This design comes from an exercise in tuning for a short achievable clock period and few clock cycles per item on the open sky130 flow, not from production work.
In this exercise RTL edits were held to simulation tests only and were not proved equivalent to the original.

## flow/design.v

```verilog
`default_nettype none
package rv_m_pkg;
    localparam int unsigned xlen = 32;
    typedef enum logic [2:0] {
        op_mul    = 3'd0,   
        op_mulh   = 3'd1,   
        op_mulhsu = 3'd2,   
        op_mulhu  = 3'd3,   
        op_div    = 3'd4,
        op_divu   = 3'd5,
        op_rem    = 3'd6,
        op_remu   = 3'd7
    } muldiv_op_e;
    localparam int unsigned op_div_bit = 2;
endpackage
`default_nettype wire
`default_nettype none
package muldiv_pkg;
    typedef struct packed {
        logic [2:0]                   op;   
        logic [31:0]                  a;
        logic [31:0]                  b;
    } muldiv_req_t;
    typedef struct packed {
        logic [31:0]                  quotient;
        logic [31:0]                  remainder;
    } div_result_t;
    localparam int unsigned div_iterations = 32;
    localparam int unsigned mul_iterations = 32;
    typedef enum logic [1:0] {
        div_idle, div_init, div_divide, div_finish
    } div_state_e;
    typedef enum logic [1:0] {
        mul_idle, mul_run, mul_finish
    } mul_state_e;
    typedef enum logic [1:0] {
        seq_idle, seq_mul, seq_div
    } seq_state_e;
endpackage
`default_nettype wire
`timescale 1ns/1ps
`default_nettype none
module serial_divider (
    input  logic                           clk,
    input  logic                           reset,
    input  logic                           start,
    input  logic                           is_unsigned,
    input  logic [rv_m_pkg::xlen-1:0]      dividend,
    input  logic [rv_m_pkg::xlen-1:0]      divisor,
    output logic                           done,
    output muldiv_pkg::div_result_t        result
);
    muldiv_pkg::div_state_e state;
    logic [$clog2(muldiv_pkg::div_iterations)-1:0] count;
    logic [rv_m_pkg::xlen-1:0]     abs_dividend;
    logic [rv_m_pkg::xlen-1:0]     abs_divisor;
    logic                          quo_neg;
    logic                          rem_neg;
    logic                          div_zero;
    logic [2*rv_m_pkg::xlen-1:0]   rem;
    logic [2*rv_m_pkg::xlen-1:0]   dvs;   
    logic [rv_m_pkg::xlen-1:0]     quo;
    logic                          dividend_neg;
    logic                          divisor_neg;
    logic                          fits;
    assign dividend_neg = !is_unsigned && dividend[rv_m_pkg::xlen-1];
    assign divisor_neg  = !is_unsigned && divisor[rv_m_pkg::xlen-1];
    assign fits         = (dvs <= rem);
    always_ff @(posedge clk) begin
        if (reset) begin
            state <= muldiv_pkg::div_idle;
            count <= '0;
            done  <= 1'b0;
        end else begin
            done <= 1'b0;
            case (state)
                muldiv_pkg::div_idle: begin
                    if (start)
                        state <= muldiv_pkg::div_init;
                end
                muldiv_pkg::div_init: begin
                    count <= '0;
                    state <= muldiv_pkg::div_divide;
                end
                muldiv_pkg::div_divide: begin
                    count <= count + 1'b1;
                    if (32'(count) == muldiv_pkg::div_iterations - 1)
                        state <= muldiv_pkg::div_finish;
                end
                muldiv_pkg::div_finish: begin
                    done  <= 1'b1;
                    state <= muldiv_pkg::div_idle;
                end
                default: state <= muldiv_pkg::div_idle;
            endcase
        end
    end
    always_ff @(posedge clk) begin
        case (state)
            muldiv_pkg::div_idle: begin
                if (start) begin
                    abs_dividend <= dividend_neg ? -dividend : dividend;
                    abs_divisor  <= divisor_neg ? -divisor : divisor;
                    quo_neg      <= dividend_neg ^ divisor_neg;
                    rem_neg      <= dividend_neg;
                    div_zero     <= (divisor == '0);
                end
            end
            muldiv_pkg::div_init: begin
                rem <= {{rv_m_pkg::xlen{1'b0}}, abs_dividend};
                dvs <= {1'b0, abs_divisor, {(rv_m_pkg::xlen-1){1'b0}}};
                quo <= '0;
            end
            muldiv_pkg::div_divide: begin
                if (fits)
                    rem <= rem - dvs;
                quo <= {quo[rv_m_pkg::xlen-2:0], fits};
                dvs <= dvs >> 1;
            end
            muldiv_pkg::div_finish: begin
                if (div_zero)
                    result.quotient <= '1;
                else
                    result.quotient <= quo_neg ? -quo : quo;
                result.remainder <= rem_neg ? -rem[rv_m_pkg::xlen-1:0]
                                            : rem[rv_m_pkg::xlen-1:0];
            end
            default: ;
        endcase
    end
endmodule
`default_nettype wire
`timescale 1ns/1ps
`default_nettype none
module serial_multiplier (
    input  logic                            clk,
    input  logic                            reset,
    input  logic                            start,
    input  logic                            a_signed,
    input  logic                            b_signed,
    input  logic [rv_m_pkg::xlen-1:0]       a,
    input  logic [rv_m_pkg::xlen-1:0]       b,
    output logic                            done,
    output logic [2*rv_m_pkg::xlen-1:0]     product
);
    muldiv_pkg::mul_state_e state;
    logic [$clog2(muldiv_pkg::mul_iterations)-1:0] count;
    logic [2*rv_m_pkg::xlen-1:0]   mcand;    
    logic [rv_m_pkg::xlen-1:0]     mplier;   
    logic [2*rv_m_pkg::xlen-1:0]   acc;
    logic                          neg;
    logic                          a_neg;
    logic                          b_neg;
    assign a_neg = a_signed && a[rv_m_pkg::xlen-1];
    assign b_neg = b_signed && b[rv_m_pkg::xlen-1];
    always_ff @(posedge clk) begin
        if (reset) begin
            state <= muldiv_pkg::mul_idle;
            count <= '0;
            done  <= 1'b0;
        end else begin
            done <= 1'b0;
            case (state)
                muldiv_pkg::mul_idle: begin
                    count <= '0;
                    if (start)
                        state <= muldiv_pkg::mul_run;
                end
                muldiv_pkg::mul_run: begin
                    count <= count + 1'b1;
                    if (32'(count) == muldiv_pkg::mul_iterations - 1)
                        state <= muldiv_pkg::mul_finish;
                end
                muldiv_pkg::mul_finish: begin
                    done  <= 1'b1;
                    state <= muldiv_pkg::mul_idle;
                end
                default: state <= muldiv_pkg::mul_idle;
            endcase
        end
    end
    always_ff @(posedge clk) begin
        case (state)
            muldiv_pkg::mul_idle: begin
                if (start) begin
                    mcand  <= {{rv_m_pkg::xlen{1'b0}}, (a_neg ? -a : a)};
                    mplier <= b_neg ? -b : b;
                    neg    <= a_neg ^ b_neg;
                    acc    <= '0;
                end
            end
            muldiv_pkg::mul_run: begin
                if (mplier[0])
                    acc <= acc + mcand;
                mcand  <= mcand << 1;
                mplier <= mplier >> 1;
            end
            muldiv_pkg::mul_finish: product <= neg ? -acc : acc;   
            default: ;
        endcase
    end
endmodule
`default_nettype wire
`timescale 1ns/1ps
`default_nettype none
module muldiv_sequencer (
    input  logic                           clk,
    input  logic                           reset,
    input  logic                           req,
    input  muldiv_pkg::muldiv_req_t        req_data,
    output logic                           busy,
    output logic                           result_valid,
    output logic [rv_m_pkg::xlen-1:0]      result,
    output logic                           mul_start,
    output logic                           a_signed,
    output logic                           b_signed,
    output logic                           div_start,
    output logic                           div_unsigned,
    output logic [rv_m_pkg::xlen-1:0]      op_a,
    output logic [rv_m_pkg::xlen-1:0]      op_b,
    input  logic                           mul_done,
    input  logic [2*rv_m_pkg::xlen-1:0]    product,
    input  logic                           div_done,
    input  muldiv_pkg::div_result_t        div_result
);
    muldiv_pkg::seq_state_e state;
    muldiv_pkg::muldiv_req_t req_q;   
    assign busy = (state != muldiv_pkg::seq_idle);
    assign op_a         = req_q.a;
    assign op_b         = req_q.b;
    assign a_signed     = (req_q.op == rv_m_pkg::op_mulh) || (req_q.op == rv_m_pkg::op_mulhsu);
    assign b_signed     = (req_q.op == rv_m_pkg::op_mulh);
    assign div_unsigned = (req_q.op == rv_m_pkg::op_divu) || (req_q.op == rv_m_pkg::op_remu);
    always_ff @(posedge clk) begin
        if (req && !busy)
            req_q <= req_data;
    end
    always_ff @(posedge clk) begin
        if (reset) begin
            state        <= muldiv_pkg::seq_idle;
            mul_start    <= 1'b0;
            div_start    <= 1'b0;
            result_valid <= 1'b0;
            result       <= '0;
        end else begin
            mul_start    <= 1'b0;
            div_start    <= 1'b0;
            result_valid <= 1'b0;
            case (state)
                muldiv_pkg::seq_idle: begin
                    if (req) begin
                        if (req_data.op[rv_m_pkg::op_div_bit]) begin
                            div_start <= 1'b1;
                            state     <= muldiv_pkg::seq_div;
                        end else begin
                            mul_start <= 1'b1;
                            state     <= muldiv_pkg::seq_mul;
                        end
                    end
                end
                muldiv_pkg::seq_mul: begin
                    if (mul_done) begin
                        result       <= (req_q.op == rv_m_pkg::op_mul)
                                        ? product[rv_m_pkg::xlen-1:0]
                                        : product[2*rv_m_pkg::xlen-1:rv_m_pkg::xlen];
                        result_valid <= 1'b1;
                        state        <= muldiv_pkg::seq_idle;
                    end
                end
                muldiv_pkg::seq_div: begin
                    if (div_done) begin
                        result       <= req_q.op[1] ? div_result.remainder
                                                    : div_result.quotient;
                        result_valid <= 1'b1;
                        state        <= muldiv_pkg::seq_idle;
                    end
                end
                default: state <= muldiv_pkg::seq_idle;
            endcase
        end
    end
endmodule
`default_nettype wire
`timescale 1ns/1ps
`default_nettype none
module muldiv_unit (
    input  logic                           clk,
    input  logic                           reset,
    input  logic                           req,
    input  muldiv_pkg::muldiv_req_t        req_data,
    output logic                           busy,
    output logic                           result_valid,
    output logic [rv_m_pkg::xlen-1:0]      result
);
    logic                           mul_start;
    logic                           a_signed;
    logic                           b_signed;
    logic                           div_start;
    logic                           div_unsigned;
    logic [rv_m_pkg::xlen-1:0]      op_a;
    logic [rv_m_pkg::xlen-1:0]      op_b;
    logic                           mul_done;
    logic [2*rv_m_pkg::xlen-1:0]    product;
    logic                           div_done;
    muldiv_pkg::div_result_t        div_result;
    muldiv_sequencer u_sequencer (
        .clk          (clk),
        .reset        (reset),
        .req          (req),
        .req_data     (req_data),
        .busy         (busy),
        .result_valid (result_valid),
        .result       (result),
        .mul_start    (mul_start),
        .a_signed     (a_signed),
        .b_signed     (b_signed),
        .div_start    (div_start),
        .div_unsigned (div_unsigned),
        .op_a         (op_a),
        .op_b         (op_b),
        .mul_done     (mul_done),
        .product      (product),
        .div_done     (div_done),
        .div_result   (div_result)
    );
    serial_multiplier u_multiplier (
        .clk      (clk),
        .reset    (reset),
        .start    (mul_start),
        .a_signed (a_signed),
        .b_signed (b_signed),
        .a        (op_a),
        .b        (op_b),
        .done     (mul_done),
        .product  (product)
    );
    serial_divider u_divider (
        .clk         (clk),
        .reset       (reset),
        .start       (div_start),
        .is_unsigned (div_unsigned),
        .dividend    (op_a),
        .divisor     (op_b),
        .done        (div_done),
        .result      (div_result)
    );
endmodule
`default_nettype wire
```

## flow/run.sh

```bash
#!/bin/bash
# synth_recipe.tcl (not shown) runs the flow's synth.tcl, then flattens the netlist and writes it again
# the make line also repeats each setting of config.mk as NAME=value (left out here)
make -C /OpenROAD-flow-scripts/flow DESIGN_CONFIG=/design/flow/config.mk WORK_HOME=/design/flow/orfs CLKGATE_MAP_FILE= SYNTH_SCRIPT=/design/flow/synth_recipe.tcl finish
```

## flow/config.mk

```make
export PLATFORM = sky130hd
export DESIGN_NAME = muldiv_unit
export DESIGN_NICKNAME = muldiv_unit
export VERILOG_FILES = /design/flow/design.v
export SDC_FILE = /design/flow/constraint.sdc
export NUM_CORES = 4
export LEC_CHECK = 0
export CAP_MARGIN = 20
export CORE_MARGIN = 2
export CORE_UTILIZATION = 40
export SLEW_MARGIN = 20
```

## flow/constraint.sdc

```tcl
create_clock -name core_clock -period 10.0 [get_ports {clk}]
set_input_delay 2.0000 -clock core_clock [delete_from_list [all_inputs] [get_ports {clk}]]
set_output_delay 2.0000 -clock core_clock [all_outputs]
set_load 0.01 [all_outputs]
```

==> run notes <==
area by class of cell:
cell class	count	area, um^2
Fill cell	8468	49050
Sequential cell	635	18540
Multi-Input combinational cell	2517	16520
Clock buffer	102	2058
Tap cell	1176	1471
Timing Repair Buffer	126	1246
Inverter	122	459.2
Clock inverter	33	386.6
Antenna cell	1	2.502
sequential cells by signal, summed over array words and instances (netlist names), 5 cells and up:
register	cells
u_sequencer.req_q	67
u_divider.rem	64
u_divider.result	64
u_multiplier.acc	64
u_multiplier.mcand	64
u_multiplier.product	64
u_divider.dvs	63
u_divider.abs_dividend	32
u_divider.abs_divisor	32
u_divider.quo	32
u_multiplier.mplier	32
u_sequencer.result	32
u_divider.count	5
u_multiplier.count	5
worst max-delay path: cells and delay by family, from the launching register on:
family / cells / cell delay (ps)
fa+ha+maj: 2 / 420
compound gates: 6 / 1720
flops: 1 / 380
simple gates: 3 / 840
buf+inv: 2 / 500
synthesized netlist by cell type, drive strengths merged (38+ instances only):
library cell,instances,area (um^2)
inv,122,457.9
o21ai,204,1021
mux2,60,675.7
or3,38,245.2
a21oi,230,1151
mux2i,45,450.4
xor2,117,1025
xnor2,212,1857
nor2,317,1190
and2,73,456.7
nand4,57,356.6
dfxtp,53,1061
edfxtp,582,17480
clkbuf,163,611.8
nor2b,52,325.3
o31ai,45,347.8
nand2,328,1231
a211oi,80,600.6
a21o,67,503.0
nor3,81,416.7
ha,142,1777
report_power, final:
group | switching (mW) | internal (mW) | total (mW)
logic | 1.77 | 1.03 | 2.80
clock network | 1.13 | 1.63 | 2.76
registers | 0.260 | 3.39 | 3.65
total | 3.15 | 6.06 | 9.21
worst min path at each step:
stage	end	cells past startpoint	start	slack, ps
6_report	u_divider.result[0]	0	u_divider.rem[0]	460
5_1_grt	u_divider.result[0]	0	u_divider.rem[0]	470
4_1_cts	u_divider.result[0]	0	u_divider.rem[0]	460
3_5_place_dp	u_divider.result[0]	0	u_divider.rem[0]	450
3_3_place_gp	u_divider.result[0]	0	u_divider.rem[0]	430
2_1_floorplan	u_divider.result[0]	0	u_divider.rem[0]	430
metal layers:
metal  vias up  wire (um)  track usage
li1      12670          -            -
met1     12710      46220       0.3012
met2       685      44730       0.3294
met3       138       4374      0.02368
met4         0       3178      0.07311
met5         -          0            0
cells by family after synthesis:
kind of cell	count (synthesis)
XOR/XNOR	329
buffers and inverters	293
AO/OA/AOI/OAI	806
adder cells (fa/ha/maj)	144
flip-flops	635
AND/OR/NAND/NOR	1133
multiplexers	105
metrics by stage:
step | utilization | setup slack [ps] | instances | hold slack [ps]
after global placement | 0.4253 | 5644 | 4572 | 433.9
after floorplan | - | 5295 | 3445 | 426.4
after global routing | 0.4533 | 5429 | 4711 | 474.8
after CTS | 0.4527 | 5537 | 4708 | 461.0
final | 0.4534 | 5826 | 4712 | 456.7
after detailed placement | 0.4255 | 5556 | 4573 | 446.9
==> metrics.csv <==
metric,value,unit
layout-area-overhead-vs-synth,12.82,%
r2r_start,u_divider.rem[0],
reg2reg_slack,5830,ps
power.total,9.209,mW
antenna_found_initial,1,
worstPathArrival,4520,ps
synth_ff_type,edfxtp_1,
relSlewSlack,0.2795,
maxCapViolations,0,
fin_nets,3691,
dr.pass1.iters,5,
timing.final.crit_share,0.4174,
port_buffers,103,
final_max_slew_viol_count,0,
synth_area,36060,um^2
grt_pass1_vias,25200,
crit_required,10350,ps
synth_fa_ha_area_frac,0.05038,
tns,0,ps
core,89740,um^2
yosysWarnings,3,
layout_common_cells,"edfxtp_1, nand2_1, nor2_1",
skew,33.37,ps
grt-ovfl-total,0,
cts_root_buf,clkbuf_16,
critPathCapture,u_divider.rem[57],
max_slew.worst_pin.slew,1078,ps
ys_seq_area_frac,0.5141,
initial_core_util,0.4018,
h-tree-depth,3,
path_clk_slew,60,ps
synth_seq_cells,635,
synth_xor_area_frac,0.07991,
synth-simple-area-share,0.1528,
setup_violations,0,
detail_route.vias_per_cell,5.561,
yosys.cell_types.count,77,
postCtsResizedCells,0,
cts_buffers,75,
synth_mux_area_frac,0.03123,
routabilityCongestion,0.9033,
slowest_delay,500,ps
hold_viol_final,0,
crit_top_cell,o21ai_0,
row_count,110,
grt_first_pass_wirelength,151.3,mm
post_cts_buffers,0,
drc,0,
drt_iter0_drc,2185,
grt_max_degree,175,
postSynthNetCount,3659,
rsz0062_at_grt,false,
dpl.hpwl,72.41,mm
mostFrequentLayoutCell,edfxtp_1,
holdCritPathClass,register to register,
fp.dieW,304.3,um
postSynth.asyncResetShare,0,
cp_max_fo,35,
r2r_cells,13,
insertion_delay,640,ps
routed_wirelength,98.50,mm
cts_tree,built,
max_freq,0.2396,GHz
peakVddDrop,0.0001231,V
fp.dieH,304.3,um
cp-start-kind,register,
clock_sinks,635,
slowest_stage,nand3_4,
synth_compound_area_frac,0.1411,
place_area,38180,um^2
vias,26200,
wire_per_inst,20.90,um
avgSynthCellArea,10.47,um^2
p_leak,14.37,nW
synthCells,3445,
num_io_pins,104,
antenna_left,0,
outcome,timing/DRC/antenna clean,
worstSetupPathType,register to register,
cp-end-kind,register,
grt_use_total,0.2099,
drive_gt1_frac,0.07072,
p_per_area,226.4,nW/um^2
crit_chain,"inv_1, ha_1, fa_1, nor2b_1, o31a_1, o311a_1, o21a_1, o21ai_0, and2_1, a2111oi_0, o21ai_0, nand3_4, buf_12",
finalCriticalPeriod,4174,ps
setup.worst_path.start,u_divider.rem[0],
synth_top_family_by_area,simple AND/OR/NAND/NOR gates,
final_area,40680,um^2
synth_edf_count,582,
cts_hold_buffers,0,
rr_endpoint,u_divider.rem[57],
die_area,92570,um^2
clock_path_buffers,3,
Testbench counts, summed over its fixed seeds: cycles 87,622, ops 2,400.

static timing again, ports no longer ideal:
No port has a modelled driver above. Below, the same layout with a new extraction and two added sets of constraints.
Step 1 sets driving cells, clkbuf_16 on the clock port and buf_2 on the other inputs (assumed; they add their load-dependent delay and slew).
Step 2 adds t to the input delays and takes it off the output delays; t is the mean of the earliest and latest rising clock arrival at the registers after step 1. Input paths then give back, and output paths get back, about the clock's delay inside the block.
Three values: no drivers, after step 1, after step 2; two values: the first two.
t, ns: 0.686
setup WS [ns]: 5.826 / 5.826 / 5.826
hold slack, ns: 0.457 / 0.457 / 0.457
worst data-port slew with drivers (ns): 0.05
pins driven straight from the clock port: 1
After both steps setup and hold are still met in this run. For this run, drivers alone change the setup slack by 0.000 ns; drivers and shift together by 0.000 ns.
